Context: an optimization exercise on an open-source flow, tuned for small area, a short achievable clock period and few clock cycles per item. The choices shown serve that exercise and are no tape-out recipe. At most, simulation tests tie the RTL to the original design; equivalence was not proved. Function not checked in runs 1, 5 and 6: the RTL went through the layout flow alone.

$ cat config.mk
export PLATFORM = sky130hd
export DESIGN_NAME = calendar_day_difference
export DESIGN_NICKNAME = calendar_day_difference
export VERILOG_FILES = /design/flow/design.v
export SDC_FILE = /design/flow/constraint.sdc
export NUM_CORES = 4
export LEC_CHECK = 0
export CAP_MARGIN = 20
export CORE_MARGIN = 2
export CORE_UTILIZATION = 40
export SETUP_SLACK_MARGIN = 5
export SLEW_MARGIN = 20
$ cat constraint.sdc
create_clock -name core_clock -period 9.5 [get_ports {clk}]
set_input_delay 1.9000 -clock core_clock [delete_from_list [all_inputs] [get_ports {clk}]]
set_output_delay 1.9000 -clock core_clock [all_outputs]
set_load 0.01 [all_outputs]
$ cat design.v
package cdd_pkg;
  localparam int DayW   = 5;
  localparam int MonW   = 4;
  localparam int YearW  = 14;
  localparam int CountW = 22;
endpackage
import cdd_pkg::*;
module calendar_day_difference
(
  input  logic              clk,
  input  logic              rst_n,
  input  logic              start,
  output logic              busy,
  input  logic [DayW-1:0]   in_first_day,
  input  logic [MonW-1:0]   in_first_month,
  input  logic [YearW-1:0]  in_first_year,
  input  logic [DayW-1:0]   in_second_day,
  input  logic [MonW-1:0]   in_second_month,
  input  logic [YearW-1:0]  in_second_year,
  output logic              out_valid,
  output logic [CountW-1:0] out_day_count
);
  localparam int SumW  = 24;                     
  localparam int SmOff = 4095 + 511 + 31;        
  localparam int LsOff = 255 + 63 + 31;          
  localparam int Y5Off = 5 * 16383;              
  localparam int KBase = -73 * Y5Off - SmOff - LsOff - 1;
  assign busy = 1'b0;
  logic [DayW-1:0]  in_day  [2];
  logic [MonW-1:0]  in_mon  [2];
  logic [YearW-1:0] in_year [2];
  assign in_day[0]  = in_first_day;
  assign in_mon[0]  = in_first_month;
  assign in_year[0] = in_first_year;
  assign in_day[1]  = in_second_day;
  assign in_mon[1]  = in_second_month;
  assign in_year[1] = in_second_year;
  logic [YearW-1:0] s0_year_r [2];
  logic [8:0]       s0_mst_r  [2];    
  logic [DayW-1:0]  s0_day_r  [2];
  logic [3:0]       s0_fl_r   [2];    
  for (genvar i = 0; i < 2; i++) begin : g_in
    logic [8:0] mst;
    logic       early, f29, c29, c30;
    always_comb begin
      mst =
        (in_mon[i] == 4'd2) ? 9'd31 :
        (in_mon[i] == 4'd3) ? 9'd59 :
        (in_mon[i] == 4'd4) ? 9'd90 :
        (in_mon[i] == 4'd5) ? 9'd120 :
        (in_mon[i] == 4'd6) ? 9'd151 :
        (in_mon[i] == 4'd7) ? 9'd181 :
        (in_mon[i] == 4'd8) ? 9'd212 :
        (in_mon[i] == 4'd9) ? 9'd243 :
        (in_mon[i] == 4'd10) ? 9'd273 :
        (in_mon[i] == 4'd11) ? 9'd304 :
        (in_mon[i] == 4'd12) ? 9'd334 : 9'd0;
      early = (in_mon[i] <= 4'd2) | (in_mon[i] >= 4'd13);
      f29   = (in_mon[i] == 4'd2) & (in_day[i] == 5'd29);
      c29   = (in_mon[i] == 4'd2) & (in_day[i] == 5'd30);
      c30   = (in_day[i] == 5'd31) &
              ((in_mon[i] == 4'd2) | (in_mon[i] == 4'd4) | (in_mon[i] == 4'd6) |
               (in_mon[i] == 4'd9) | (in_mon[i] == 4'd11));
    end
    always_ff @(posedge clk) begin
      s0_year_r[i] <= (in_year[i] == '0) ? YearW'(2000) : in_year[i];
      s0_mst_r[i]  <= mst;
      s0_day_r[i]  <= in_day[i];
      s0_fl_r[i]   <= {c30, c29, f29, early};
    end
  end
  logic [7:0] qc  [2];    
  logic [1:0] lpt [2];    
  for (genvar i = 0; i < 2; i++) begin : g_date
    logic [25:0] prod;      
    logic [11:0] qx;
    always_comb begin
      qx     = s0_year_r[i][YearW-1:2];
      prod   = (26'(qx) << 10) + (26'(qx) << 8) + (26'(qx) << 5) - 26'(qx);
      qc[i]  = prod[22:15];
      lpt[i] = {prod[14:8] < 7'd5, s0_year_r[i][1:0] == 2'b00};
    end
  end
  logic [17:0] s1_y5_nxt;      
  logic [13:0] s1_small_nxt;   
  always_comb begin
    logic [11:0] nx1;
    logic [YearW-1:0] ny1;
    logic [17:0] ya1, ya2, yb1, yb2, ys1, yc1, ys2, yc2;
    logic [8:0]  nm1;
    logic [4:0]  nd1;
    logic [13:0] m1, m2, m3, m4, m5, m6, ms1, mc1, ms2, mc2, ms3, mc3, ms4, mc4;
    ny1 = ~s0_year_r[1];
    ya1 = 18'(s0_year_r[0]);
    ya2 = 18'(s0_year_r[0]) << 2;
    yb1 = 18'(ny1);
    yb2 = 18'(ny1) << 2;
    ys1 = ya1 ^ ya2 ^ yb1;
    yc1 = ((ya1 & ya2) | (ya1 & yb1) | (ya2 & yb1)) << 1;
    ys2 = ys1 ^ yc1 ^ yb2;
    yc2 = ((ys1 & yc1) | (ys1 & yb2) | (yc1 & yb2)) << 1;
    s1_y5_nxt = ys2 + yc2;
    nx1 = ~s0_year_r[1][YearW-1:2];
    nm1 = ~s0_mst_r[1];
    nd1 = ~s0_day_r[1];
    m1  = 14'(s0_year_r[0][YearW-1:2]);
    m2  = 14'(nx1);
    m3  = 14'(s0_mst_r[0]);
    m4  = 14'(nm1);
    m5  = 14'(s0_day_r[0]);
    m6  = 14'(nd1);
    ms1 = m1 ^ m2 ^ m3;
    mc1 = ((m1 & m2) | (m1 & m3) | (m2 & m3)) << 1;
    ms2 = m4 ^ m5 ^ m6;
    mc2 = ((m4 & m5) | (m4 & m6) | (m5 & m6)) << 1;
    ms3 = ms1 ^ mc1 ^ ms2;
    mc3 = ((ms1 & mc1) | (ms1 & ms2) | (mc1 & ms2)) << 1;
    ms4 = ms3 ^ mc3 ^ mc2;
    mc4 = ((ms3 & mc3) | (ms3 & mc2) | (mc3 & mc2)) << 1;
    s1_small_nxt = ms4 + mc4;
  end
  logic [17:0] s1_y5_r;
  logic [13:0] s1_small_r;
  logic [7:0]  s1_qc_r  [2];
  logic [1:0]  s1_lpt_r [2];
  logic [3:0]  s1_fl_r  [2];
  always_ff @(posedge clk) begin
    s1_y5_r    <= s1_y5_nxt;
    s1_small_r <= s1_small_nxt;
    for (int i = 0; i < 2; i++) begin
      s1_qc_r[i]  <= qc[i];
      s1_lpt_r[i] <= lpt[i];
      s1_fl_r[i]  <= s0_fl_r[i];
    end
  end
  logic [2:0] cv [2];     
  for (genvar i = 0; i < 2; i++) begin : g_corr
    logic leap, c1, c28, c29, c30;
    always_comb begin
      leap = s1_lpt_r[i][0] & (~s1_lpt_r[i][1] | (s1_qc_r[i][1:0] == 2'b00));
      c1    = s1_fl_r[i][0] & leap;
      c28   = s1_fl_r[i][1] & ~leap;
      c29   = s1_fl_r[i][2];
      c30   = s1_fl_r[i][3];
      cv[i] = {c28 | c29 | c30, c30 | (c29 & c1), c1 ^ c29};
    end
  end
  logic [SumW-1:0] s2_ysum_nxt;
  logic [9:0]      s2_lsum_nxt;
  always_comb begin
    logic [SumW-1:0] r1, r2, r3, r4, kk, ts1, tc1, ts2, tc2, ts3, tc3;
    logic [7:0]      nq0;
    logic [5:0]      nq1;
    logic [4:0]      cpos, cneg;
    logic [9:0]      l1, l2, l3, l4, l5, l6, ls1, lc1, ls2, lc2, ls3, lc3, ls4, lc4;
    r1  = SumW'(s1_y5_r);
    r2  = SumW'(s1_y5_r) << 3;
    r3  = SumW'(s1_y5_r) << 6;
    r4  = SumW'(s1_small_r);
    kk  = SumW'(KBase);
    ts1 = r1 ^ r2 ^ r3;
    tc1 = ((r1 & r2) | (r1 & r3) | (r2 & r3)) << 1;
    ts2 = ts1 ^ tc1 ^ r4;
    tc2 = ((ts1 & tc1) | (ts1 & r4) | (tc1 & r4)) << 1;
    ts3 = ts2 ^ tc2 ^ kk;
    tc3 = ((ts2 & tc2) | (ts2 & kk) | (tc2 & kk)) << 1;
    s2_ysum_nxt = ts3 + tc3;
    nq0  = ~s1_qc_r[0];
    nq1  = ~s1_qc_r[1][7:2];
    cpos = {cv[1][2], cv[1][2], cv[1][2], cv[1][1:0]};
    cneg = ~{cv[0][2], cv[0][2], cv[0][2], cv[0][1:0]};
    l1  = 10'(nq0);
    l2  = 10'(s1_qc_r[0][7:2]);
    l3  = 10'(s1_qc_r[1]);
    l4  = 10'(nq1);
    l5  = 10'(cpos);
    l6  = 10'(cneg);
    ls1 = l1 ^ l2 ^ l3;
    lc1 = ((l1 & l2) | (l1 & l3) | (l2 & l3)) << 1;
    ls2 = ls1 ^ lc1 ^ l4;
    lc2 = ((ls1 & lc1) | (ls1 & l4) | (lc1 & l4)) << 1;
    ls3 = ls2 ^ lc2 ^ l5;
    lc3 = ((ls2 & lc2) | (ls2 & l5) | (lc2 & l5)) << 1;
    ls4 = ls3 ^ lc3 ^ l6;
    lc4 = ((ls3 & lc3) | (ls3 & l6) | (lc3 & l6)) << 1;
    s2_lsum_nxt = ls4 + lc4;
  end
  logic [SumW-1:0] s2_ysum_r;
  logic [9:0]      s2_lsum_r;
  always_ff @(posedge clk) begin
    s2_ysum_r <= s2_ysum_nxt;
    s2_lsum_r <= s2_lsum_nxt;
  end
  logic [CountW:0] s3_mag_nxt;
  always_comb begin
    logic [SumW-1:0] lsx, mag;
    logic [10:0]     low;
    logic [SumW:0]   sum;
    logic            sgn;
    lsx = SumW'(s2_lsum_r);
    low = {1'b0, s2_ysum_r[9:0]} + {1'b0, s2_lsum_r} + 11'd1;
    sgn = s2_ysum_r[SumW-1] & ~((&s2_ysum_r[SumW-1:10]) & low[10]);
    sum = {s2_ysum_r, ~sgn} + {lsx, ~sgn};
    mag = sum[SumW:1] ^ {SumW{sgn}};
    s3_mag_nxt = mag[CountW:0];
  end
  logic [CountW:0] s3_mag_r;
  always_ff @(posedge clk) begin
    s3_mag_r <= s3_mag_nxt;
  end
  logic s0_vld_r, s1_vld_r, s2_vld_r, s3_vld_r;
  always_ff @(posedge clk) begin
    if (!rst_n) begin
      s0_vld_r <= 1'b0;
      s1_vld_r <= 1'b0;
      s2_vld_r <= 1'b0;
      s3_vld_r <= 1'b0;
    end else begin
      s0_vld_r <= start;
      s1_vld_r <= s0_vld_r;
      s2_vld_r <= s1_vld_r;
      s3_vld_r <= s2_vld_r;
    end
  end
  assign out_valid     = s3_vld_r;
  assign out_day_count = s3_mag_r[CountW] ? {CountW{1'b1}} : s3_mag_r[CountW-1:0];
endmodule
$ cat run.sh
#!/bin/bash
# synth_recipe.tcl (not shown) runs the flow's synth.tcl, then flattens the netlist and writes it again
# the make line also repeats each setting of config.mk as NAME=value (left out here)
make -C /OpenROAD-flow-scripts/flow DESIGN_CONFIG=/design/flow/config.mk WORK_HOME=/design/flow/orfs CLKGATE_MAP_FILE= SYNTH_SCRIPT=/design/flow/synth_recipe.tcl finish
==> results of run 1 <==
-- cell families after synthesis --
family	after synthesis	share of synthesized area
xor+xnor	104	0.0674
compound gates	195	0.0945
mux	12	0.00918
other cells	1	0.000275
fa+ha+maj	329	0.369
buf+inv	310	0.0873
simple gates	255	0.100
flops	185	0.272
-- critical path, delay by kind of cell (launching register included) --
kind            cells  cell delay [ns]
xor+xnor            1             0.16
compound gates      7             1.57
buf+inv             3             0.19
flops               1             0.38
simple gates        1             0.06
fa+ha+maj           4             1.85
-- final timing paths --
path,start,endpoint,slack (ns)
hold reg to reg,s0_fl_r[1][2],s1_fl_r[1][2],0.33
setup / recovery,s0_year_r[1][5],s1_small_r[13],5.17
hold / removal,s0_fl_r[1][2],s1_fl_r[1][2],0.33
setup reg to reg,s0_year_r[1][5],s1_small_r[13],5.17
-- placed cells by master (no fill, tap or decap), types with 32 or more instances in the layout --
cell type / n
a21oi_1: 67
clkdlybuf4s50_1: 71
dfxtp_1: 181
fa_1: 122
ha_1: 207
inv_1: 280
nand2_1: 43
nor2_1: 50
nor3_1: 32
xnor2_1: 74
-- what timing repair did --
item,in CTS,in global routing
endpoints found under the setup margin,1,3
gates cloned,0,0
pin swaps,0,3
gates resized for setup,2,7
-- per-stage QoR --
step	std cells	setup WS (ns)	cell area (um^2)
2_1_floorplan	1391	5.27	13600
3_3_place_gp	1881	5.03	14800
3_5_place_dp	1881	4.93	14800
4_1_cts	1913	5.04	15400
5_1_grt	1913	4.99	15400
6_report	1913	5.17	15400
-- routing by layer --
metal / vias up / track usage / part of all wire
met4: 0 / 0.0451 / 0.017
met5: - / 0 / 0
met3: 24 / 0.0248 / 0.023
li1: 4621 / - / -
met2: 122 / 0.281 / 0.49
met1: 4136 / 0.205 / 0.47
-- final cells by class --
| type | instances | area (um^2) | share of cell area |
|---|---|---|---|
| multi-input combinational | 896 | 8740 | 0.568 |
| clock inverter | 15 | 184 | 0.0120 |
| clock buffer | 17 | 425 | 0.0277 |
| sequential | 185 | 3710 | 0.241 |
| tap | 448 | 561 | 0.0364 |
| timing repair buffer | 71 | 711 | 0.0462 |
| inverter | 281 | 1050 | 0.0686 |
-- flip-flops by register name, indices dropped and copies added (netlist names), 8 cells and up --
signal,cells
s0_year_r,28
s2_ysum_r,24
s3_mag_r,23
s0_mst_r,18
s1_y5_r,18
s1_qc_r,16
s1_small_r,14
s0_day_r,10
s2_lsum_r,10
s0_fl_r,8
s1_fl_r,8
==> out/qor.yml, run 1 <==
status: "timing/DRC/antenna clean"
grt_util_all_layers: 0.161
cp_slowest_cell: "fa_1"
synth.distinct_cells: 74
post-route-min-period_ns: 4.33
die_w_um: 189
end_kind: "flip-flop"
clk_pin_slew_ns: 0.07
grt_setup_unrepaired: "true"
ys_warn_count: 14
cp_max_fo: 4
cpPeakStageDelay_ns: 0.53
dp_hpwl_um: 23200
gp_congestion: 0.888
cts.sinks: 185
routed_wirelength_um: 27000
synth_most_common_cell: "inv_1"
min_path_cells: 0
post-route-util: 0.459
start_util: 0.406
cap_violations: 0
postCtsSetupBuffers: 0
worst_slew_pin_slew_ns: 0.862
grt_pass1_vias: 9100
rows: 67
die_h_um: 189
grt_max_degree: 23
final.fill_count: 3217
drt_iter0_markers: 339
avgSynthCellArea_um2: 9.79
antenna_found_initial: 0
critical_path_class: "flip-flop to flip-flop"
wl_per_cell_um: 14.1
yosysTopAreaCell: "dfxtp_1"
setup_viol: 0
hold_violations: 0
synthTopCellsByCount: "281 x inv_1, 207 x ha_1, 185 x dfxtp_1, 122 x fa_1, 74 x xnor2_1"
first_pass_iters: 4
syn_to_final_growth_pct: 12.9
ys_seq_area_frac: 0.272
tns_ns: 0
avgViaCountPerCell: 4.65
synth_flop_cell: "dfxtp_1"
synth_edf_count: 0
crit_chain: "inv_2, fa_1, inv_1, fa_1, inv_1, fa_1, ha_1, a21o_1, a21oi_2, nor2b_1, o21a_1, o311a_1, o21a_1, o21a_1, o41a_1, xor2_1"
gr-total-overflow: 0
fmaxAchievable_ghz: 0.231
slew_headroom: 0.420
ctsHoldBuffers: 0
nNetsFinal: 1830
min_path_type: "flip-flop to flip-flop"
syn-cell-area_um2: 13600
drtAntennaViolNets: 0
clkLatencyLatePin_ns: 0.44
r2r_cells: 16
fin_skew_ns: 0.00724
synth_area_leaders: "dfxtp_1 27%, ha_1 19%, fa_1 18%"
core-area_um2: 33500
layout-drive-gt1-share: 0.0601
h-tree-depth: 4
io_buffer_count: 71
final_max_slew_viol_count: 0
required_ns: 9.83
synthArstFlopShare: 0
clockBufferDepth: 2
fp.dieArea_um2: 35500
hold_slack_ns: 0.328
cts_tree: "built"
root_buffer: "clkbuf_16"
grt_pass1_wl_um: 44900
cts_inserted_buffers: 17
cp.arrival_ns: 4.66
num_vias: 8903
worst_setup_path_start_kind: "flip-flop"
synthCells: 1391
synth_top_area_frac: 0.272
ys_seq_elements: 185
diodes: 0
fin_crit_sh: 0.455
io_pins: 73
drc: 0
==> run 2: changes to the inputs <==
--- a/design.v
+++ b/design.v
@@ -177,12 +177,12 @@
     l6  = 10'(cneg);
     ls1 = l1 ^ l2 ^ l3;
     lc1 = ((l1 & l2) | (l1 & l3) | (l2 & l3)) << 1;
-    ls2 = ls1 ^ lc1 ^ l4;
-    lc2 = ((ls1 & lc1) | (ls1 & l4) | (lc1 & l4)) << 1;
-    ls3 = ls2 ^ lc2 ^ l5;
-    lc3 = ((ls2 & lc2) | (ls2 & l5) | (lc2 & l5)) << 1;
-    ls4 = ls3 ^ lc3 ^ l6;
-    lc4 = ((ls3 & lc3) | (ls3 & l6) | (lc3 & l6)) << 1;
+    ls2 = l4 ^ l5 ^ l6;
+    lc2 = ((l4 & l5) | (l4 & l6) | (l5 & l6)) << 1;
+    ls3 = ls1 ^ lc1 ^ ls2;
+    lc3 = ((ls1 & lc1) | (ls1 & ls2) | (lc1 & ls2)) << 1;
+    ls4 = ls3 ^ lc3 ^ lc2;
+    lc4 = ((ls3 & lc3) | (ls3 & lc2) | (lc3 & lc2)) << 1;
     s2_lsum_nxt = ls4 + lc4;
   end
   logic [SumW-1:0] s2_ysum_r;
==> run 2 against run 1 <==
Still clean on timing, DRC and antenna; cell count grew 1.7%; register-to-register slack gained 0.24 ns; design area rose by 0.21%; maximum frequency is 5.9% higher; utilization barely moved; clock skew is 0.0097 ns higher; largest cell class unchanged; highest routed layer unchanged.
==> out/qor.yml, run 2 <==
root_buffer: "clkbuf_16"
r2r_start: "s0_year_r[1][4]"
cp.arrival_ns: 4.37  # -0.29 ns
core-area_um2: 33600  # +0.25%
cts_inserted_buffers: 17  # unchanged
cpPeakStageDelay_ns: 0.54  # about the same
design_area_um2: 15400  # +0.21%
dp_hpwl_um: 23400  # +0.93%
synthTopCellsByCount: "281 x inv_1, 201 x ha_1, 185 x dfxtp_1, 123 x fa_1, 77 x xnor2_1"
grt_pass1_vias: 9270  # +1.9%
setup_viol: 0  # unchanged
die_w_um: 189  # +0.25%
nNetsFinal: 1857  # +1.5%
top_regs: "s0_year_r (28), s2_ysum_r (24), s3_mag_r (23)"
yosysTopAreaCell: "dfxtp_1"
synth-compound-area-share: 0.0963  # +0.00181
io_pins: 73  # unchanged
hold_violations: 0  # unchanged
cap_violations: 0  # unchanged
synth_top_family_by_area: "adder cells"
io_buffer_count: 71  # unchanged
synth_most_common_cell: "inv_1"
ys_seq_area_frac: 0.270  # -0.00137
clkLatencyLatePin_ns: 0.44  # about the same
yosys.area_share.adder: 0.364  # -0.00588
cts.sinks: 185  # unchanged
syn-cell-area_um2: 13700  # +0.51%
critical_path_class: "flip-flop to flip-flop"
avgViaCountPerCell: 4.70  # +0.98%
synth_edf_count: 0  # unchanged
h-tree-depth: 4  # unchanged
fp.dieArea_um2: 35700  # +0.49%
placed_area_um2: 14800  # +0.47%
regMostFlops: "s0_year_r"
drc: 0  # unchanged
worstHoldStart: "s0_fl_r[1][0]"
synthArstFlopShare: 0  # unchanged
synthCells: 1427  # +2.6%
clockBufferDepth: 2  # unchanged
final_common_cell: "inv_1"
antenna_found_initial: 0  # unchanged
crit_chain: "inv_1, fa_1, inv_1, fa_1, inv_1, fa_1, ha_1, inv_1, fa_1, nor2b_1, o21ai_1, a21boi_1, o21ai_1, a21boi_1, o21ai_1, nand2_1, o311ai_1"
worst_setup_path_start_kind: "flip-flop"
status: "timing/DRC/antenna clean"
grt_max_degree: 23  # unchanged
clk_pin_slew_ns: 0.06  # about the same
tns_ns: 0  # unchanged
drtAntennaViolNets: 0  # unchanged
syn_to_final_growth_pct: 12.6
r2r_cells: 17  # +1
first_pass_iters: 5  # +1
gp_congestion: 0.856  # -3.7%
post-route-min-period_ns: 4.09  # -0.241 ns
rows: 67  # unchanged
muxShareOfSynthArea: 0.00768  # -0.00151
synthSimpleGateAreaFrac: 0.113  # +0.0135
min_path_type: "flip-flop to flip-flop"
end_kind: "flip-flop"
routed_wirelength_um: 27400  # +1.6%
diodes: 0  # unchanged
die_h_um: 189  # +0.25%
fmaxAchievable_ghz: 0.245  # +5.9%
num_vias: 9141  # +2.7%
synth_xor_area_frac: 0.0614  # -0.00600
cp_top_family: "adder cells"
grt_pass1_wl_um: 45200  # +0.57%
worst-path-buf-inv: 4  # +1
layout_common_cells: "281 x inv_1, 201 x ha_1, 185 x dfxtp_1"
min_path_cells: 0  # unchanged
slew_headroom: 0.320  # -0.100
avgSynthCellArea_um2: 9.59  # -2.0%
whs_endpoint: "s1_fl_r[1][0]"
final_max_slew_viol_count: 0  # unchanged
largest_reg_flops: 28  # unchanged
wl_per_cell_um: 14.1  # -0.10%
ys_seq_elements: 185  # unchanged
reg2reg_to: "s1_small_r[12]"
synth_area_leaders: "dfxtp_1 27%, ha_1 18%, fa_1 18%"
cts_tree: "built"
ctsHoldBuffers: 0  # unchanged
layout-drive-gt1-share: 0.0428  # -0.0173
synth_flop_cell: "dfxtp_1"
cp_max_fo: 5  # +1
synth_top_area_frac: 0.270  # -0.00137
grt_util_all_layers: 0.160  # -0.000884
gr-total-overflow: 0  # unchanged
r2r_slack_ns: 5.41  # +0.24 ns
post-route-util: 0.459  # about the same
synth.distinct_cells: 66  # -11%
grt_setup_unrepaired: "false"
worst_slew_pin_slew_ns: 1.02  # +0.156 ns
required_ns: 9.79  # -0.04 ns
ys_warn_count: 14  # unchanged
fin_skew_ns: 0.0170  # +0.00973 ns
fin_crit_sh: 0.430  # -0.0254
drt_iter0_markers: 428  # +26%
cp_slowest_cell: "fa_1"
start_util: 0.407  # +0.00103
[run 2: cell count changes after synthesis, moves of 6 or more]
cell,delta
a211oi_1,+7
a21boi_1,+6
and2_1,+6
ha_1,-6
nand2_1,+8
nand3_1,+8
nor2_1,+11
o21ai_0,-9
o21ai_1,+12
o21bai_1,-8
xor2_1,-10
[run 2: worst max path at each step]
stage | startpoint | end | cells after the start
finish | s0_year_r[1][4] | s1_small_r[12] | 17
detailed placement | s1_qc_r[1][1] | s2_lsum_r[9] | 15
global placement | s1_qc_r[1][1] | s2_lsum_r[9] | 15
CTS | s1_qc_r[1][1] | s2_lsum_r[9] | 15
floorplan | s1_qc_r[1][1] | s2_lsum_r[9] | 15
global route | s0_year_r[1][5] | s1_small_r[13] | 15
[run 2: stage by stage]
step,hold WS (ns),cells,setup slack (ns)
global placement,0.316,1913,5.33
global route,0.341,1945,5.09
finish,0.331,1945,5.41
CTS,0.336,1945,5.19
floorplan,0.310,1427,5.55
detailed placement,0.320,1913,5.21
[run 2: cell type report]
type / count / area, um^2
Clock buffer: 24 / 472
Clock inverter: 8 / 110
Fill cell: 3166 / 18200
Inverter: 281 / 1050
Multi-Input combinational cell: 928 / 8800
Sequential cell: 185 / 3700
Tap cell: 448 / 561
Timing Repair Buffer: 71 / 711
[run 2: repair_timing]
action | 4_1_cts | 5_1_grt
setup buffers | 0 | 0
gates resized for setup | 0 | 1
setup endpoints to repair | 0 | 1
[run 2: cell families (layout without fill, tap and decap cells)]
logic type                 Yosys count  count (layout)
muxes                               10              10
other                                1               1
AOI/OAI and AO/OA                  201             201
adders and majority gates          324             324
and+or+nand+nor                    296             296
buffers and inverters              314             384
xor gates and xnor gates            96              96
DFF                                185             185
[run 2: layer usage]
layer	vias to the layer above	track usage	share of wire
li1	4761	-	-
met1	4208	0.210	0.48
met2	152	0.275	0.47
met3	20	0.0276	0.033
met4	0	0.0349	0.014
met5	-	0	0
Testbench counts of run 2, summed over its fixed seeds: cycles 16,040, items 16,000.
==> run 3: changes to the inputs <==
==> flow/run.sh (new file) <==
#!/bin/bash
# The standard layout (standard.sh, unchanged), except that the port
# buffers are made as sky130_fd_sc_hd__buf_1 rather than buffer_ports'
# default pick (a delay cell). make's full output goes to standard.log here;
# each ORFS step also keeps its own log under orfs/logs.
set -euo pipefail
export BUFFER_PORTS_ARGS="-buffer_cell sky130_fd_sc_hd__buf_1"
bash standard.sh > standard.log 2>&1
==> standard.sh (new file) <==
#!/bin/bash
# synth_recipe.tcl (not shown) runs the flow's synth.tcl, then flattens the netlist and writes it again
# the make line also repeats each setting of config.mk as NAME=value (left out here)
make -C /OpenROAD-flow-scripts/flow DESIGN_CONFIG=/design/flow/config.mk WORK_HOME=/design/flow/orfs CLKGATE_MAP_FILE= SYNTH_SCRIPT=/design/flow/synth_recipe.tcl "${@:-finish}"
removed: run.sh
==> run 3 against run 2 <==
Global-route usage up 0.47 points; clock-buffer cell count down 3; sequential share of layout area is 0.74 points higher; highest routed layer unchanged; design area shrank 3.0%; sequential cell count unchanged; utilization is 1.4 points lower; still clean; largest cell class unchanged; critical path depth unchanged; synthesized cell count stayed put; wire length up 1.2%; cell count hardly changed; setup slack got worse by 0.064 ns.
==> out/qor.yml, run 3 <==
status: "timing/DRC/antenna clean"
reg2reg_to: "s1_small_r[12]"
synthArstFlopShare: 0  # unchanged
die_w_um: 189  # unchanged
hold_violations: 0  # unchanged
required_ns: 9.80  # about the same
min_path_type: "flip-flop to flip-flop"
dp_hpwl_um: 23500  # +0.44%
drt_iter0_markers: 361  # -16%
gp_congestion: 0.867  # +1.3%
cp_max_fo: 5  # unchanged
syn-cell-area_um2: 13700  # unchanged
worst_setup_path_start_kind: "flip-flop"
r2r_slack_ns: 5.35  # -0.06 ns
worst_slew_pin_slew_ns: 1.02  # -0.000587 ns
final_common_cell: "inv_1"
muxShareOfSynthArea: 0.00768  # unchanged
fin_crit_sh: 0.437  # +0.00672
synth_most_common_cell: "inv_1"
grt_util_all_layers: 0.165  # +0.00474
avgSynthCellArea_um2: 9.59  # unchanged
synthSimpleGateAreaFrac: 0.113  # unchanged
slew_headroom: 0.320  # +0.000392
placed_cells: 1913  # unchanged
layout-drive-gt1-share: 0.0455  # +0.00270
synth_top_family_by_area: "adder cells"
fp.dieArea_um2: 35700  # unchanged
synth_xor_area_frac: 0.0614  # unchanged
synth.distinct_cells: 66  # unchanged
ys_seq_area_frac: 0.270  # unchanged
critical_path_class: "flip-flop to flip-flop"
io_buffer_count: 71  # unchanged
synth-compound-area-share: 0.0963  # unchanged
rows: 67  # unchanged
r2r_cells: 17  # unchanged
tns_ns: 0  # unchanged
wl_per_cell_um: 14.3  # +1.2%
cts_tree: "built"
grt_pass1_wl_um: 46600  # +3.0%
synth_edf_count: 0  # unchanged
synth_area_leaders: "dfxtp_1 27%, ha_1 18%, fa_1 18%"
grt_max_degree: 23  # unchanged
fin_skew_ns: 0.0179  # +0.000901 ns
top_regs: "s0_year_r (28), s2_ysum_r (24), s3_mag_r (23)"
clk_pin_slew_ns: 0.07  # about the same
synthTopCellsByCount: "281 x inv_1, 201 x ha_1, 185 x dfxtp_1, 123 x fa_1, 77 x xnor2_1"
post-route-min-period_ns: 4.15  # +0.0638 ns
regMostFlops: "s0_year_r"
h-tree-depth: 4  # unchanged
worstHoldStart: "s0_fl_r[0][2]"
root_buffer: "clkbuf_16"
ys_seq_elements: 185  # unchanged
synth_flop_cell: "dfxtp_1"
routed_wirelength_um: 27700  # +1.2%
avgViaCountPerCell: 4.73  # +0.65%
yosys.area_share.adder: 0.364  # unchanged
cp.arrival_ns: 4.45  # +0.08 ns
layout_common_cells: "281 x inv_1, 201 x ha_1, 185 x dfxtp_1"
final_max_slew_viol_count: 0  # unchanged
yosysTopAreaCell: "dfxtp_1"
cts_inserted_buffers: 17  # unchanged
min_path_cells: 0  # unchanged
fmaxAchievable_ghz: 0.241  # -1.5%
start_util: 0.407  # unchanged
drtAntennaViolNets: 0  # unchanged
num_vias: 9196  # +0.60%
whs_endpoint: "s1_fl_r[0][2]"
antenna_found_initial: 0  # unchanged
final.fill_count: 3244  # +2.5%
ys_warn_count: 14  # unchanged
grt_setup_unrepaired: "false"
grt_pass1_vias: 9185  # -0.92%
end_kind: "flip-flop"
cts.sinks: 185  # unchanged
die_h_um: 189  # unchanged
core-area_um2: 33600  # unchanged
io_pins: 73  # unchanged
setup_viol: 0  # unchanged
clkLatencyLatePin_ns: 0.44  # about the same
syn_to_final_growth_pct: 9.21
diodes: 0  # unchanged
layout.cells.non_filler: 1944  # -0.051%
r2r_start: "s0_year_r[1][4]"
cap_violations: 0  # unchanged
first_pass_iters: 5  # unchanged
largest_reg_flops: 28  # unchanged
synthCells: 1427  # unchanged
nNetsFinal: 1857  # unchanged
gr-total-overflow: 0  # unchanged
drc: 0  # unchanged
synth_top_area_frac: 0.270  # unchanged
clockBufferDepth: 2  # unchanged
==> run 3: cell types whose count changed in the layout (fill, tap and decap cells not counted), sizes merged <==
cell,change
buf,+71
bufinv,-2
clkbuf,-3
clkdlybuf4s50,-71
clkinv,+2
clkinvlp,-2
inv,+4
==> run 3: layout make-up <==
| cell class | instances | area [um^2] | share of cell area |
|---|---|---|---|
| tap | 448 | 561 | 0.0375 |
| multi-input combinational | 928 | 8800 | 0.589 |
| clock inverter | 10 | 82.6 | 0.00552 |
| timing repair buffer | 71 | 267 | 0.0178 |
| clock buffer | 21 | 480 | 0.0321 |
| sequential | 185 | 3700 | 0.248 |
| inverter | 281 | 1050 | 0.0705 |
==> run 3: how the worst max path moves through the flow <==
stage / start / end / depth (start not counted)
6_report: s0_year_r[1][4] / s1_small_r[12] / 17
5_1_grt: s0_year_r[1][4] / s1_small_r[13] / 15
4_1_cts: s1_qc_r[1][1] / s2_lsum_r[9] / 15
3_5_place_dp: s1_qc_r[1][1] / s2_lsum_r[9] / 15
3_3_place_gp: s1_qc_r[1][1] / s2_lsum_r[9] / 15
2_1_floorplan: s1_qc_r[1][1] / s2_lsum_r[9] / 15
==> run 3: worst max-delay path: stages (launching register included) <==
cell      delay, ns
dfxtp_1        0.45
inv_1          0.16
fa_1           0.54
inv_1          0.06
fa_1           0.54
inv_1          0.06
fa_1           0.53
ha_1           0.16
inv_1          0.05
fa_1           0.40
nor2b_1        0.12
o21ai_1        0.08
a21boi_1       0.20
o21ai_1        0.10
a21boi_1       0.21
o21ai_1        0.12
nand2_1        0.11
o311ai_1       0.11
==> run 3: cells by family after synthesis <==
logic type | count (synthesis)
simple gates | 296
fa+ha+maj | 324
flops | 185
compound gates | 201
other cells | 1
buf+inv | 314
xor+xnor | 96
mux | 10
==> run 3: routing by layer <==
metal | vias to the layer above | share of wire | GRT usage
met5 | - | 0 | 0
met4 | 0 | 0.0096 | 0.0379
met3 | 15 | 0.040 | 0.0282
met2 | 181 | 0.47 | 0.277
met1 | 4255 | 0.48 | 0.221
li1 | 4745 | - | -
==> run 3: repair_timing <==
item | 4_1_cts | 5_1_grt
hold endpoints to repair | 0 | 0
setup buffers | 0 | 0
gates resized for setup | 0 | 1
hold buffers | 0 | 0
setup endpoints to repair | 0 | 2
==> run 3: through the flow <==
step	instance area [um^2]	worst slack, ns	utilization	hold slack, ns
finish	15000	5.35	0.445	0.335
global route	15000	5.05	0.445	0.340
CTS	14900	5.16	0.445	0.340
detailed placement	14400	5.18	0.428	0.323
global placement	14400	5.34	0.428	0.315
floorplan	13700	5.55	-	0.310
==> run 4: changes to the inputs <==
--- a/design.v
+++ b/design.v
@@ -21,7 +21,7 @@
   output logic [CountW-1:0] out_day_count
 );
   localparam int SumW  = 24;                     
-  localparam int SmOff = 4095 + 511 + 31;        
+  localparam int SmOff = 4095 + 1023;            
   localparam int LsOff = 255 + 63 + 31;          
   localparam int Y5Off = 5 * 16383;              
   localparam int KBase = -73 * Y5Off - SmOff - LsOff - 1;
@@ -36,8 +36,7 @@
   assign in_mon[1]  = in_second_month;
   assign in_year[1] = in_second_year;
   logic [YearW-1:0] s0_year_r [2];
-  logic [8:0]       s0_mst_r  [2];    
-  logic [DayW-1:0]  s0_day_r  [2];
+  logic [9:0]       s0_md_r   [2];    
   logic [3:0]       s0_fl_r   [2];    
   for (genvar i = 0; i < 2; i++) begin : g_in
     logic [8:0] mst;
@@ -64,8 +63,7 @@
     end
     always_ff @(posedge clk) begin
       s0_year_r[i] <= (in_year[i] == '0) ? YearW'(2000) : in_year[i];
-      s0_mst_r[i]  <= mst;
-      s0_day_r[i]  <= in_day[i];
+      s0_md_r[i]   <= 10'(mst) + 10'(in_day[i]);
       s0_fl_r[i]   <= {c30, c29, f29, early};
     end
   end
@@ -87,9 +85,8 @@
     logic [11:0] nx1;
     logic [YearW-1:0] ny1;
     logic [17:0] ya1, ya2, yb1, yb2, ys1, yc1, ys2, yc2;
-    logic [8:0]  nm1;
-    logic [4:0]  nd1;
-    logic [13:0] m1, m2, m3, m4, m5, m6, ms1, mc1, ms2, mc2, ms3, mc3, ms4, mc4;
+    logic [9:0]  nmd1;
+    logic [13:0] m1, m2, m3, m4, ms1, mc1, ms2, mc2;
     ny1 = ~s0_year_r[1];
     ya1 = 18'(s0_year_r[0]);
     ya2 = 18'(s0_year_r[0]) << 2;
@@ -101,23 +98,16 @@
     yc2 = ((ys1 & yc1) | (ys1 & yb2) | (yc1 & yb2)) << 1;
     s1_y5_nxt = ys2 + yc2;
     nx1 = ~s0_year_r[1][YearW-1:2];
-    nm1 = ~s0_mst_r[1];
-    nd1 = ~s0_day_r[1];
+    nmd1 = ~s0_md_r[1];
     m1  = 14'(s0_year_r[0][YearW-1:2]);
     m2  = 14'(nx1);
-    m3  = 14'(s0_mst_r[0]);
-    m4  = 14'(nm1);
-    m5  = 14'(s0_day_r[0]);
-    m6  = 14'(nd1);
+    m3  = 14'(s0_md_r[0]);
+    m4  = 14'(nmd1);
     ms1 = m1 ^ m2 ^ m3;
     mc1 = ((m1 & m2) | (m1 & m3) | (m2 & m3)) << 1;
-    ms2 = m4 ^ m5 ^ m6;
-    mc2 = ((m4 & m5) | (m4 & m6) | (m5 & m6)) << 1;
-    ms3 = ms1 ^ mc1 ^ ms2;
-    mc3 = ((ms1 & mc1) | (ms1 & ms2) | (mc1 & ms2)) << 1;
-    ms4 = ms3 ^ mc3 ^ mc2;
-    mc4 = ((ms3 & mc3) | (ms3 & mc2) | (mc3 & mc2)) << 1;
-    s1_small_nxt = ms4 + mc4;
+    ms2 = ms1 ^ mc1 ^ m4;
+    mc2 = ((ms1 & mc1) | (ms1 & m4) | (mc1 & m4)) << 1;
+    s1_small_nxt = ms2 + mc2;
   end
   logic [17:0] s1_y5_r;
   logic [13:0] s1_small_r;
==> run 4 against run 3 <==
Still clean on timing, DRC and antenna; register-to-register slack improved by 0.12 ns; non-clock buffer count increased by 2; wire length up 0.26%; via count rose by 1.9%; sequential share of layout area decreased by 1.2 points; clock-buffer cell count decreased by 4; global-route usage decreased by 0.22 points; maximum frequency grew 3.1%; clock skew down 0.0026 ns; first-iteration DRC count down 12%; sequential cell count down 8; worst hold slack worse by 0.0070 ns; highest routed layer unchanged.
==> out/qor.yml, run 4 <==
io_buffer_count: 71  # unchanged
dp_hpwl_um: 23500  # about the same
yosysTopAreaCell: "dfxtp_1"
grt_max_degree: 23  # unchanged
avgViaCountPerCell: 4.75  # +0.38%
placed_area_um2: 14400  # +0.40%
core-area_um2: 33700  # +0.25%
worstHoldStart: "s0_fl_r[0][0]"
min_path_cells: 0  # unchanged
worst-path-buf-inv: 3  # -1
clk_pin_slew_ns: 0.07  # about the same
critical_path_class: "flip-flop to flip-flop"
r2r_slack_ns: 5.47  # +0.12 ns
slew_headroom: 0.629  # +0.309
r2r_cells: 17  # unchanged
synth_top_area_frac: 0.258  # -0.0127
die_h_um: 189  # +0.19%
fin_crit_sh: 0.424  # -0.0130
synthCells: 1452  # +1.8%
largest_reg_flops: 28  # unchanged
ys_seq_area_frac: 0.258  # -0.0127
cp_top_family: "adder cells"
grt_pass1_wl_um: 46100  # -0.98%
io_pins: 73  # unchanged
cts_inserted_buffers: 17  # unchanged
root_buffer: "clkbuf_16"
clkLatencyLatePin_ns: 0.45  # about the same
clockBufferDepth: 2  # unchanged
cpPeakStageDelay_ns: 0.51  # -0.03 ns
grt_pass1_vias: 9179  # -0.065%
rows: 67  # unchanged
regMostFlops: "s0_year_r"
post-route-min-period_ns: 4.03  # -0.124 ns
syn_to_final_growth_pct: 9.37
synth_flop_cell: "dfxtp_1"
synthTopCellsByCount: "282 x inv_1, 204 x ha_1, 177 x dfxtp_1, 117 x fa_1, 85 x xnor2_1"
die_w_um: 189  # +0.19%
final.fill_count: 3305  # +1.9%
diodes: 0  # unchanged
worst_setup_path_start_kind: "flip-flop"
tns_ns: 0  # unchanged
gr-total-overflow: 0  # unchanged
setup_ws_ns: 5.47  # +0.124 ns
cap_violations: 0  # unchanged
min_path_type: "flip-flop to flip-flop"
crit_chain: "o21ai_0, nand2_1, a211o_1, fa_1, inv_1, fa_1, inv_1, fa_1, inv_1, ha_1, a21o_1, a21oi_1, o21bai_1, a21oi_1, o21bai_1, a21oi_1, xnor2_1"
end_kind: "flip-flop"
final_max_slew_viol_count: 0  # unchanged
place_ws_ns: 5.20  # +0.0191 ns
whs_endpoint: "s1_fl_r[0][0]"
cp.arrival_ns: 4.40  # -0.05 ns
grt_util_all_layers: 0.162  # -0.00220
setup_viol: 0  # unchanged
wl_per_cell_um: 14.1  # -1.3%
drt_iter0_markers: 318  # -12%
cp_slowest_cell: "fa_1"
postCtsSetupBuffers: 0  # unchanged
synth_area_leaders: "dfxtp_1 26%, ha_1 19%, fa_1 17%"
synth_edf_count: 0  # unchanged
top_regs: "s0_year_r (28), s2_ysum_r (24), s3_mag_r (23)"
fp.dieArea_um2: 35900  # +0.39%
cts.sinks: 177  # -4.3%
fmaxAchievable_ghz: 0.248  # +3.1%
start_util: 0.408  # +0.000583
reg2reg_to: "s2_lsum_r[9]"
avgSynthCellArea_um2: 9.47  # -1.3%
required_ns: 9.87  # +0.07 ns
hold_violations: 0  # unchanged
routed_wirelength_um: 27800  # +0.26%
h-tree-depth: 4  # unchanged
ctsHoldBuffers: 0  # unchanged
synth_most_common_cell: "inv_1"
synth.distinct_cells: 70  # +6.1%
drc: 0  # unchanged
syn-cell-area_um2: 13700  # +0.39%
post-route-util: 0.446  # +0.00127
cts_tree: "built"
antenna_found_initial: 0  # unchanged
worst_slew_pin_slew_ns: 0.553  # -0.464 ns
grt_setup_unrepaired: "false"
ys_warn_count: 13  # -1
num_vias: 9373  # +1.9%
post_cts_resized: 0  # unchanged
fin_skew_ns: 0.0153  # -0.00256 ns
nNetsFinal: 1883  # +1.4%
drtAntennaViolNets: 0  # unchanged
synthArstFlopShare: 0  # unchanged
cp_max_fo: 3  # -2
status: "timing/DRC/antenna clean"
ys_seq_elements: 177  # -4.3%
final_common_cell: "inv_1"
gp_congestion: 0.906  # +4.5%
r2r_start: "s1_qc_r[0][0]"
layout_common_cells: "282 x inv_1, 204 x ha_1, 177 x dfxtp_1"
layout-drive-gt1-share: 0.0511  # +0.00566
design_area_um2: 15000  # +0.54%
first_pass_iters: 5  # unchanged
==> run 4: worst max-delay path by stage <==
stage / from / end / slack [ns] / depth (start not counted)
2_1_floorplan: in_first_month[1] / s0_md_r[0][8] / 5.52 / 16
3_3_place_gp: in_second_month[3] / s0_md_r[1][8] / 5.27 / 15
3_5_place_dp: in_first_month[3] / s0_md_r[0][8] / 5.20 / 15
4_1_cts: s1_qc_r[1][1] / s2_lsum_r[9] / 5.26 / 15
5_1_grt: s1_qc_r[0][0] / s2_lsum_r[9] / 5.11 / 17
6_report: s1_qc_r[0][0] / s2_lsum_r[9] / 5.47 / 17
==> run 4: worst reg2reg max path, stage by stage, from the launching register on <==
cell and delay (ns):
dfxtp_1 0.34, o21ai_0 0.21, nand2_1 0.08, a211o_1 0.39, fa_1 0.51, inv_1 0.05, fa_1 0.47, inv_1 0.05
fa_1 0.48, inv_1 0.09, ha_1 0.23, a21o_1 0.18, a21oi_1 0.20, o21bai_1 0.09, a21oi_1 0.22, o21bai_1 0.09
a21oi_1 0.17, xnor2_1 0.13
==> run 4: cell families after synthesis <==
group	share of synthesized area
other	0.000273
flip-flops	0.258
multiplexers	0.00155
AND/OR/NAND/NOR	0.113
AO/OA/AOI/OAI	0.112
buffers and inverters	0.0882
XOR/XNOR	0.0707
adder cells (fa/ha/maj)	0.356
==> run 4: layer usage <==
metal | up-vias | routed length (um) | GRT usage | part of all wire
met1 | 4295 | 13100 | 0.212 | 0.47
li1 | 4868 | - | - | -
met5 | - | 0 | 0 | 0
met3 | 45 | 901 | 0.0250 | 0.032
met2 | 165 | 12900 | 0.269 | 0.46
met4 | 0 | 847 | 0.0668 | 0.030
==> run 4: layout make-up <==
class	count	area [um^2]	share of cell area
Multi-Input combinational cell	962	9000	0.599
Sequential cell	177	3540	0.236
Inverter	282	1060	0.0704
Tap cell	448	561	0.0373
Clock buffer	17	425	0.0283
Timing Repair Buffer	73	282	0.0187
Clock inverter	15	160	0.0107
==> run 4: metrics by stage <==
stage / std cells / hold slack [ns]
global placement: 1942 / 0.312
global route: 1974 / 0.341
detailed placement: 1942 / 0.312
floorplan: 1454 / 0.310
CTS: 1974 / 0.329
finish: 1974 / 0.328
Testbench counts of run 4, summed over its fixed seeds: cycles 16,040, items 16,000.
==> run 5: changes to the inputs <==
--- a/design.v
+++ b/design.v
@@ -68,7 +68,7 @@
     end
   end
   logic [7:0] qc  [2];    
-  logic [1:0] lpt [2];    
+  logic       leap [2];
   for (genvar i = 0; i < 2; i++) begin : g_date
     logic [25:0] prod;      
     logic [11:0] qx;
@@ -76,7 +76,8 @@
       qx     = s0_year_r[i][YearW-1:2];
       prod   = (26'(qx) << 10) + (26'(qx) << 8) + (26'(qx) << 5) - 26'(qx);
       qc[i]  = prod[22:15];
-      lpt[i] = {prod[14:8] < 7'd5, s0_year_r[i][1:0] == 2'b00};
+      leap[i] = (s0_year_r[i][1:0] == 2'b00) &
+                ((prod[14:8] >= 7'd5) | (prod[16:15] == 2'b00));
     end
   end
   logic [17:0] s1_y5_nxt;      
@@ -112,24 +113,23 @@
   logic [17:0] s1_y5_r;
   logic [13:0] s1_small_r;
   logic [7:0]  s1_qc_r  [2];
-  logic [1:0]  s1_lpt_r [2];
+  logic        s1_leap_r [2];
   logic [3:0]  s1_fl_r  [2];
   always_ff @(posedge clk) begin
     s1_y5_r    <= s1_y5_nxt;
     s1_small_r <= s1_small_nxt;
     for (int i = 0; i < 2; i++) begin
       s1_qc_r[i]  <= qc[i];
-      s1_lpt_r[i] <= lpt[i];
+      s1_leap_r[i] <= leap[i];
       s1_fl_r[i]  <= s0_fl_r[i];
     end
   end
   logic [2:0] cv [2];     
   for (genvar i = 0; i < 2; i++) begin : g_corr
-    logic leap, c1, c28, c29, c30;
+    logic c1, c28, c29, c30;
     always_comb begin
-      leap = s1_lpt_r[i][0] & (~s1_lpt_r[i][1] | (s1_qc_r[i][1:0] == 2'b00));
-      c1    = s1_fl_r[i][0] & leap;
-      c28   = s1_fl_r[i][1] & ~leap;
+      c1    = s1_fl_r[i][0] & s1_leap_r[i];
+      c28   = s1_fl_r[i][1] & ~s1_leap_r[i];
       c29   = s1_fl_r[i][2];
       c30   = s1_fl_r[i][3];
       cv[i] = {c28 | c29 | c30, c30 | (c29 & c1), c1 ^ c29};
==> run 5 against run 4 <==
Still clean on timing, DRC and antenna; maximum frequency is 2.8% lower; clock-buffer cell count is 1 higher; synthesized area is 2.0% lower; sequential cell count is 2 lower; critical path depth is 3 lower; non-clock buffer count is 1 lower; synthesized cell count is 2.6% lower; critical endpoint is now s1_qc_r[0][7]; highest routed layer unchanged.
==> out/qor.yml, run 5 <==
tns_ns: 0  # unchanged
root_buffer: "clkbuf_16"
top_regs: "s0_year_r (28), s2_ysum_r (24), s3_mag_r (23)"
clk_pin_slew_ns: 0.07  # about the same
drc: 0  # unchanged
nNetsFinal: 1848  # -1.9%
hold_slack_ns: 0.326  # -0.00193 ns
yosys.area_share.adder: 0.364  # +0.00745
r2r_slack_ns: 5.36  # -0.12 ns
cp_max_fo: 5  # +2
placed_cells: 1907  # -1.8%
crit_chain: "inv_1, fa_1, inv_1, fa_1, inv_1, ha_1, a21o_1, a21oi_1, a311oi_1, o211a_1, o21a_1, o21a_1, nor2_1, xnor2_1"
synth_flop_cell: "dfxtp_1"
cpPeakStageDelay_ns: 0.63  # +0.12 ns
avgSynthCellArea_um2: 9.52  # +0.58%
routed_wirelength_um: 26600  # -4.4%
final_common_cell: "inv_1"
reg2reg_to: "s1_qc_r[0][7]"
grt_util_all_layers: 0.158  # -0.00483
r2r_start: "s0_year_r[0][13]"
placed_area_um2: 14200  # -1.7%
cap_violations: 0  # unchanged
clkLatencyLatePin_ns: 0.44  # about the same
ys_warn_count: 13  # unchanged
place_ws_ns: 5.19  # -0.00734 ns
cts_tree: "built"
worst_setup_path_start_kind: "flip-flop"
avgViaCountPerCell: 4.63  # -2.5%
final-seq-area_um2: 3500  # -1.1%
dp_hpwl_um: 22600  # -3.6%
synth_xor_area_frac: 0.0722  # +0.00148
slew_headroom: 0.490  # -0.139
clockBufferDepth: 2  # unchanged
fin_crit_sh: 0.436  # +0.0121
status: "timing/DRC/antenna clean"
first_pass_iters: 5  # unchanged
wl_per_cell_um: 13.7  # -2.6%
critical_path_class: "flip-flop to flip-flop"
synth_top_area_frac: 0.260  # +0.00242
synth_area_leaders: "dfxtp_1 26%, ha_1 19%, fa_1 17%"
h-tree-depth: 4  # unchanged
cts.sinks: 175  # -1.1%
drt_iter0_markers: 342  # +7.5%
antenna_found_initial: 0  # unchanged
post-route-min-period_ns: 4.14  # +0.115 ns
whs_endpoint: "s1_fl_r[1][2]"
cp.arrival_ns: 4.47  # +0.07 ns
synth-compound-area-share: 0.105  # -0.00732
syn-cell-area_um2: 13500  # -2.0%
die_w_um: 187  # -1.0%
layout.cells.non_filler: 1937  # -1.9%
layout-drive-gt1-share: 0.0497  # -0.00142
min_path_cells: 0  # unchanged
synthCells: 1414  # -2.6%
gr-total-overflow: 0  # unchanged
regMostFlops: "s0_year_r"
synthSimpleGateAreaFrac: 0.111  # -0.00219
io_buffer_count: 71  # unchanged
synthTopCellsByCount: "281 x inv_1, 204 x ha_1, 175 x dfxtp_1, 117 x fa_1, 91 x xnor2_1"
ys_seq_elements: 175  # -1.1%
io_pins: 73  # unchanged
die_h_um: 187  # -1.0%
synth_edf_count: 0  # unchanged
setup_viol: 0  # unchanged
ys_seq_area_frac: 0.260  # +0.00242
crit_top_cell: "inv_1"
worstHoldStart: "s0_fl_r[1][2]"
grt_pass1_wl_um: 43900  # -4.8%
setup_ws_ns: 5.36  # -0.115 ns
cts_inserted_buffers: 17  # unchanged
fp.dieArea_um2: 35100  # -2.0%
gp_congestion: 0.897  # -1.0%
start_util: 0.404  # -0.00434
fmaxAchievable_ghz: 0.241  # -2.8%
muxShareOfSynthArea: 0.000743  # -0.000804
min_path_type: "flip-flop to flip-flop"
diodes: 0  # unchanged
syn_to_final_growth_pct: 9.69
postCtsSetupBuffers: 0  # unchanged
synth.distinct_cells: 69  # -1.4%
worst_slew_pin_slew_ns: 0.760  # +0.207 ns
layout_common_cells: "281 x inv_1, 204 x ha_1, 175 x dfxtp_1"
end_kind: "flip-flop"
r2r_cells: 14  # -3
grt_max_degree: 27  # +17%
rows: 67  # unchanged
hold_violations: 0  # unchanged
cp_top_family: "compound AO/OA/AOI/OAI gates"
grt_setup_unrepaired: "false"
cp_slowest_cell: "a311oi_1"
largest_reg_flops: 28  # unchanged
synthArstFlopShare: 0  # unchanged
required_ns: 9.83  # -0.04 ns
final_max_slew_viol_count: 0  # unchanged
fin_skew_ns: 0.0196  # +0.00427 ns
post-route-util: 0.443  # -0.00343
yosysTopAreaCell: "dfxtp_1"
num_vias: 8971  # -4.3%
synth_top_family_by_area: "adder cells"
multi_input_area_um2: 8800  # -2.3%
grt_pass1_vias: 8845  # -3.6%
final.fill_count: 3287  # -0.54%
design_area_um2: 14800  # -1.8%
synth_most_common_cell: "inv_1"
core-area_um2: 33400  # -0.99%
drtAntennaViolNets: 0  # unchanged
worst-path-buf-inv: 3  # unchanged
run 5: metal layers:
metal,part of all wire,global-route usage,vias up
met5,0,0,-
met4,0.016,0.0460,0
met3,0.031,0.0266,21
met2,0.47,0.270,137
met1,0.48,0.204,4096
li1,-,-,4717
run 5: kinds of logic after synthesis:
family / Yosys count
compound gates: 202
xor+xnor: 111
fa+ha+maj: 321
buf+inv: 311
flops: 175
mux: 1
other cells: 1
simple gates: 292
run 5: worst max-delay path by stage:
| stage | endpoint | slack (ns) | depth (start not counted) | startpoint |
|---|---|---|---|---|
| after floorplan | s0_md_r[0][8] | 5.54 | 16 | in_first_month[1] |
| after global placement | s0_md_r[0][8] | 5.23 | 15 | in_first_month[3] |
| after detailed placement | s0_md_r[1][8] | 5.19 | 13 | in_second_month[2] |
| after CTS | s1_qc_r[0][7] | 5.31 | 14 | s0_year_r[0][13] |
| after global routing | s2_lsum_r[8] | 5.04 | 17 | s1_leap_r[1] |
| final | s1_qc_r[0][7] | 5.36 | 14 | s0_year_r[0][13] |
run 5: worst register-to-register path, stage by stage (launching register included):
cell,delay [ns]
dfxtp_1,0.49
inv_1,0.24
fa_1,0.53
inv_1,0.06
fa_1,0.50
inv_1,0.04
ha_1,0.32
a21o_1,0.17
a21oi_1,0.11
a311oi_1,0.64
o211a_1,0.30
o21a_1,0.17
o21a_1,0.14
nor2_1,0.05
xnor2_1,0.26
run 5: layout make-up:
type                    instances  share of cell area
clock buffers                  18              0.0297
flip-flops and latches        175               0.237
well taps                     448              0.0380
clock inverters                12             0.00923
multi-input cells             930               0.596
repair buffers                 72              0.0186
inverters                     282              0.0717
run 5: repair_timing:
item,4_1_cts,5_1_grt
hold buffers,0,0
setup endpoints to repair,0,1
gates resized for setup,0,1
==> run 6: changes to the inputs <==
--- a/design.v
+++ b/design.v
@@ -80,6 +80,17 @@
                 ((prod[14:8] >= 7'd5) | (prod[16:15] == 2'b00));
     end
   end
+  logic [2:0] cv [2];     
+  for (genvar i = 0; i < 2; i++) begin : g_corr
+    logic c1, c28, c29, c30;
+    always_comb begin
+      c1    = s0_fl_r[i][0] & leap[i];
+      c28   = s0_fl_r[i][1] & ~leap[i];
+      c29   = s0_fl_r[i][2];
+      c30   = s0_fl_r[i][3];
+      cv[i] = {c28 | c29 | c30, c30 | (c29 & c1), c1 ^ c29};
+    end
+  end
   logic [17:0] s1_y5_nxt;      
   logic [13:0] s1_small_nxt;   
   always_comb begin
@@ -113,26 +124,13 @@
   logic [17:0] s1_y5_r;
   logic [13:0] s1_small_r;
   logic [7:0]  s1_qc_r  [2];
-  logic        s1_leap_r [2];
-  logic [3:0]  s1_fl_r  [2];
+  logic [2:0]  s1_cv_r  [2];
   always_ff @(posedge clk) begin
     s1_y5_r    <= s1_y5_nxt;
     s1_small_r <= s1_small_nxt;
     for (int i = 0; i < 2; i++) begin
       s1_qc_r[i]  <= qc[i];
-      s1_leap_r[i] <= leap[i];
-      s1_fl_r[i]  <= s0_fl_r[i];
-    end
-  end
-  logic [2:0] cv [2];     
-  for (genvar i = 0; i < 2; i++) begin : g_corr
-    logic c1, c28, c29, c30;
-    always_comb begin
-      c1    = s1_fl_r[i][0] & s1_leap_r[i];
-      c28   = s1_fl_r[i][1] & ~s1_leap_r[i];
-      c29   = s1_fl_r[i][2];
-      c30   = s1_fl_r[i][3];
-      cv[i] = {c28 | c29 | c30, c30 | (c29 & c1), c1 ^ c29};
+      s1_cv_r[i]  <= cv[i];
     end
   end
   logic [SumW-1:0] s2_ysum_nxt;
@@ -157,8 +155,8 @@
     s2_ysum_nxt = ts3 + tc3;
     nq0  = ~s1_qc_r[0];
     nq1  = ~s1_qc_r[1][7:2];
-    cpos = {cv[1][2], cv[1][2], cv[1][2], cv[1][1:0]};
-    cneg = ~{cv[0][2], cv[0][2], cv[0][2], cv[0][1:0]};
+    cpos = {s1_cv_r[1][2], s1_cv_r[1][2], s1_cv_r[1][2], s1_cv_r[1][1:0]};
+    cneg = ~{s1_cv_r[0][2], s1_cv_r[0][2], s1_cv_r[0][2], s1_cv_r[0][1:0]};
     l1  = 10'(nq0);
     l2  = 10'(s1_qc_r[0][7:2]);
     l3  = 10'(s1_qc_r[1]);
==> run 6 against run 5 <==
Clock-buffer cell count rose by 3; synthesized cell count is 0.14% lower; critical endpoint is now s0_md_r[0][8]; global-route usage rose by 0.41 points; non-clock buffer count down 1; worst hold slack better by 0.10 ns; design area up 0.14%; setup slack got worse by 0.093 ns; register-to-register slack got worse by 0.07 ns; utilization up 0.060 points.
==> out/qor.yml, run 6 <==
start_util: 0.405  # +0.00143
cp.arrival_ns: 4.55  # +0.08 ns
grt_max_degree: 27  # unchanged
post-route-util: 0.443  # +0.000600
io_buffer_count: 71  # unchanged
synth_flop_cell: "dfxtp_1"
worst_slew_pin_slew_ns: 0.737  # -0.0225 ns
cap_violations: 0  # unchanged
num_vias: 9015  # +0.49%
root_buffer: "clkbuf_16"
fmaxAchievable_ghz: 0.236  # -2.2%
core-area_um2: 33400  # unchanged
cp_top_family: "compound AO/OA/AOI/OAI gates"
fp.dieArea_um2: 35300  # +0.35%
synth.distinct_cells: 71  # +2.9%
synth_edf_count: 0  # unchanged
cpPeakStageDelay_ns: 0.41  # -0.22 ns
required_ns: 9.82  # about the same
top_regs: "s0_year_r (28), s2_ysum_r (24), s3_mag_r (23)"
final.fill_count: 3303  # +0.49%
crit_start: "in_first_month[3]"
ys_warn_count: 12  # -1
drt_iter0_markers: 349  # +2.0%
ctsHoldBuffers: 0  # unchanged
rows: 67  # unchanged
synth_area_leaders: "dfxtp_1 25%, ha_1 19%, fa_1 17%"
drtAntennaViolNets: 0  # unchanged
grt_util_all_layers: 0.162  # +0.00409
clockBufferDepth: 2  # unchanged
worst_setup_path_start_kind: "primary input"
synthTopCellsByCount: "255 x inv_1, 209 x ha_1, 171 x dfxtp_1, 117 x fa_1, 81 x a21oi_1"
gp_congestion: 0.879  # -2.0%
avgViaCountPerCell: 4.66  # +0.70%
hold_violations: 0  # unchanged
wl_per_cell_um: 13.9  # +1.4%
layout_common_cells: "255 x inv_1, 208 x ha_1, 171 x dfxtp_1"
synth_most_common_cell: "inv_1"
fin_skew_ns: 0.00987  # -0.00970 ns
grt_pass1_wl_um: 45700  # +4.1%
ys_seq_area_frac: 0.253  # -0.00684
routed_wirelength_um: 26900  # +1.1%
worst-path-buf-inv: 3  # unchanged
critical_path_class: "primary input to flip-flop"
drc: 0  # unchanged
antenna_found_initial: 0  # unchanged
setup_viol: 0  # unchanged
syn_to_final_growth_pct: 9.45
first_pass_iters: 6  # +1
io_pins: 73  # unchanged
r2r_start: "s0_year_r[0][11]"
synthCells: 1412  # -0.14%
tns_ns: 0  # unchanged
whs_endpoint: "s3_vld_r"
crit_chain: "buf_1, inv_1, ha_2, nor2_1, and2_1, o21ai_0, nand2_1, ha_1, fa_1, a21o_1, a21oi_1, inv_1, a21oi_1, nor2_1, a21oi_1, o22a_1, nor2_1"
regMostFlops: "s0_year_r"
layout-drive-gt1-share: 0.0525  # +0.00283
h-tree-depth: 4  # unchanged
fin_crit_sh: 0.446  # +0.00975
cts_inserted_buffers: 17  # unchanged
grt_pass1_vias: 9314  # +5.3%
avgSynthCellArea_um2: 9.57  # +0.50%
die_w_um: 188  # +0.17%
largest_reg_flops: 28  # unchanged
final-seq-area_um2: 3420  # -2.3%
clkLatencyLatePin_ns: 0.43  # about the same
nNetsFinal: 1847  # -0.054%
synth_top_area_frac: 0.253  # -0.00684
synthArstFlopShare: 0  # unchanged
grt_setup_unrepaired: "true"
final_common_cell: "inv_1"
die_h_um: 188  # +0.17%
status: "timing/DRC/antenna clean"
reg2reg_to: "s1_cv_r[0][1]"
end_kind: "flip-flop"
clk_pin_slew_ns: 0.07  # about the same
r2r_slack_ns: 5.29  # -0.07 ns
worstHoldStart: "s2_vld_r"
multi_input_area_um2: 9000  # +2.3%
post-route-min-period_ns: 4.23  # +0.0926 ns
cts.sinks: 171  # -2.3%
min_path_cells: 1  # +1
ys_seq_elements: 171  # -2.3%
diodes: 0  # unchanged
slew_headroom: 0.508  # +0.0181
min_path_type: "flip-flop to flip-flop"
gr-total-overflow: 0  # unchanged
cp_slowest_cell: "fa_1"
cts_tree: "built"
dp_hpwl_um: 22700  # +0.53%
final_max_slew_viol_count: 0  # unchanged
yosysTopAreaCell: "dfxtp_1"
cp_max_fo: 10  # +5
cp.depth: 17  # +3
r2r_cells: 14  # unchanged
syn-cell-area_um2: 13500  # +0.35%
==> run 6: changes by cell type after synthesis, sizes merged, moves of 6 or more <==
| cell | previous run | this run |
|---|---|---|
| a21oi | 48 | 82 |
| inv | 282 | 255 |
| nor2 | 77 | 54 |
| nand2 | 42 | 60 |
| nor3 | 30 | 12 |
| xor2 | 20 | 38 |
| xnor2 | 91 | 76 |
| nand2b | 21 | 27 |
==> run 6: cells by family after synthesis <==
logic type / after synthesis / share of synthesized area
AO/OA/AOI/OAI: 226 / 0.110
flip-flops: 171 / 0.253
buffers and inverters: 287 / 0.0813
adder cells (fa/ha/maj): 326 / 0.367
AND/OR/NAND/NOR: 281 / 0.109
multiplexers: 6 / 0.00472
other: 1 / 0.000278
XOR/XNOR: 114 / 0.0739
==> run 6: per-stage QoR <==
stage | setup WS, ns | std cells | instance area [um^2] | hold slack, ns
after floorplan | 5.10 | 1414 | 13500 | 0.406
after detailed placement | 4.77 | 1901 | 14200 | 0.421
after CTS | 5.21 | 1933 | 14800 | 0.437
final | 5.27 | 1933 | 14800 | 0.431
after global placement | 4.82 | 1901 | 14200 | 0.413
after global routing | 4.99 | 1933 | 14800 | 0.454
==> run 6: area by class of cell <==
cell class | instances | area share
repair buffers | 71 | 0.0181
inverters | 255 | 0.0647
well taps | 448 | 0.0379
multi-input cells | 956 | 0.609
clock inverters | 11 | 0.00745
flip-flops and latches | 171 | 0.231
clock buffers | 21 | 0.0318
==> run 6: how the worst max path moves through the flow <==
stage	end	slack [ns]
2_1_floorplan	s0_md_r[0][8]	5.10
3_3_place_gp	s0_md_r[0][8]	4.82
3_5_place_dp	s0_md_r[0][8]	4.77
4_1_cts	s0_md_r[0][8]	5.21
5_1_grt	s0_md_r[0][8]	4.99
6_report	s0_md_r[0][8]	5.27
==> run 6: layer usage <==
metal / share of wire / wire length (um) / track usage / vias to the layer above
li1: - / - / - / 4721
met1: 0.49 / 13200 / 0.213 / 4117
met2: 0.46 / 12300 / 0.272 / 143
met3: 0.028 / 756 / 0.0270 / 34
met4: 0.023 / 615 / 0.0494 / 0
met5: 0 / 0 / 0 / -
==> run 6: worst reg2reg max path: stages, from the launching register on <==
cell and delay (ns):
dfxtp_1 0.33, inv_1 0.36, fa_1 0.52, ha_1 0.31, ha_1 0.35, a21o_1 0.21, a21oi_1 0.16, o21ai_2 0.12
a31oi_1 0.31, mux2_2 0.37, a211oi_1 0.26, o32ai_1 0.17, and2_1 0.19, ha_1 0.17, or2_2 0.28
==> run 6: repair_timing <==
action                     4_1_cts  5_1_grt
resized for setup                0        3
setup endpoints to repair        0        3
hold endpoints to repair         0        0
setup buffers                    0        0

[what the ideal ports hide]
Ports are ideal in the flow. The routed layouts listed here were re-timed in OpenROAD. Step 1, drivers: a clkbuf_16 drives clk and a buf_2 each remaining input, both assumed. Step 2 times the ports against the registers' clock, not the clock port: input delays grow and output delays shrink by t, the midpoint of the rising clock arrivals with the driver on. Three values: no drivers, after step 1, after step 2; two values: the first two.
run	shift t [ns]	setup WS [ns]	cell pins on the clock port's net
run 1	0.486	5.173 / 5.173 / 5.173	1
run 2	0.476	5.414 / 5.414 / 5.414	1
run 3	0.482	5.350 / 5.350 / 5.350	1
run 4	0.493	5.474 / 5.474 / 5.172	1
run 5	0.483	5.359 / 5.359 / 5.151	1
run 6	0.474	5.266 / 5.290 / 4.819	1
After both steps setup and hold are still met in every run listed. The setup slack of run 6, which loses most, moves by +0.024 ns with the drivers and by -0.447 ns with both steps.
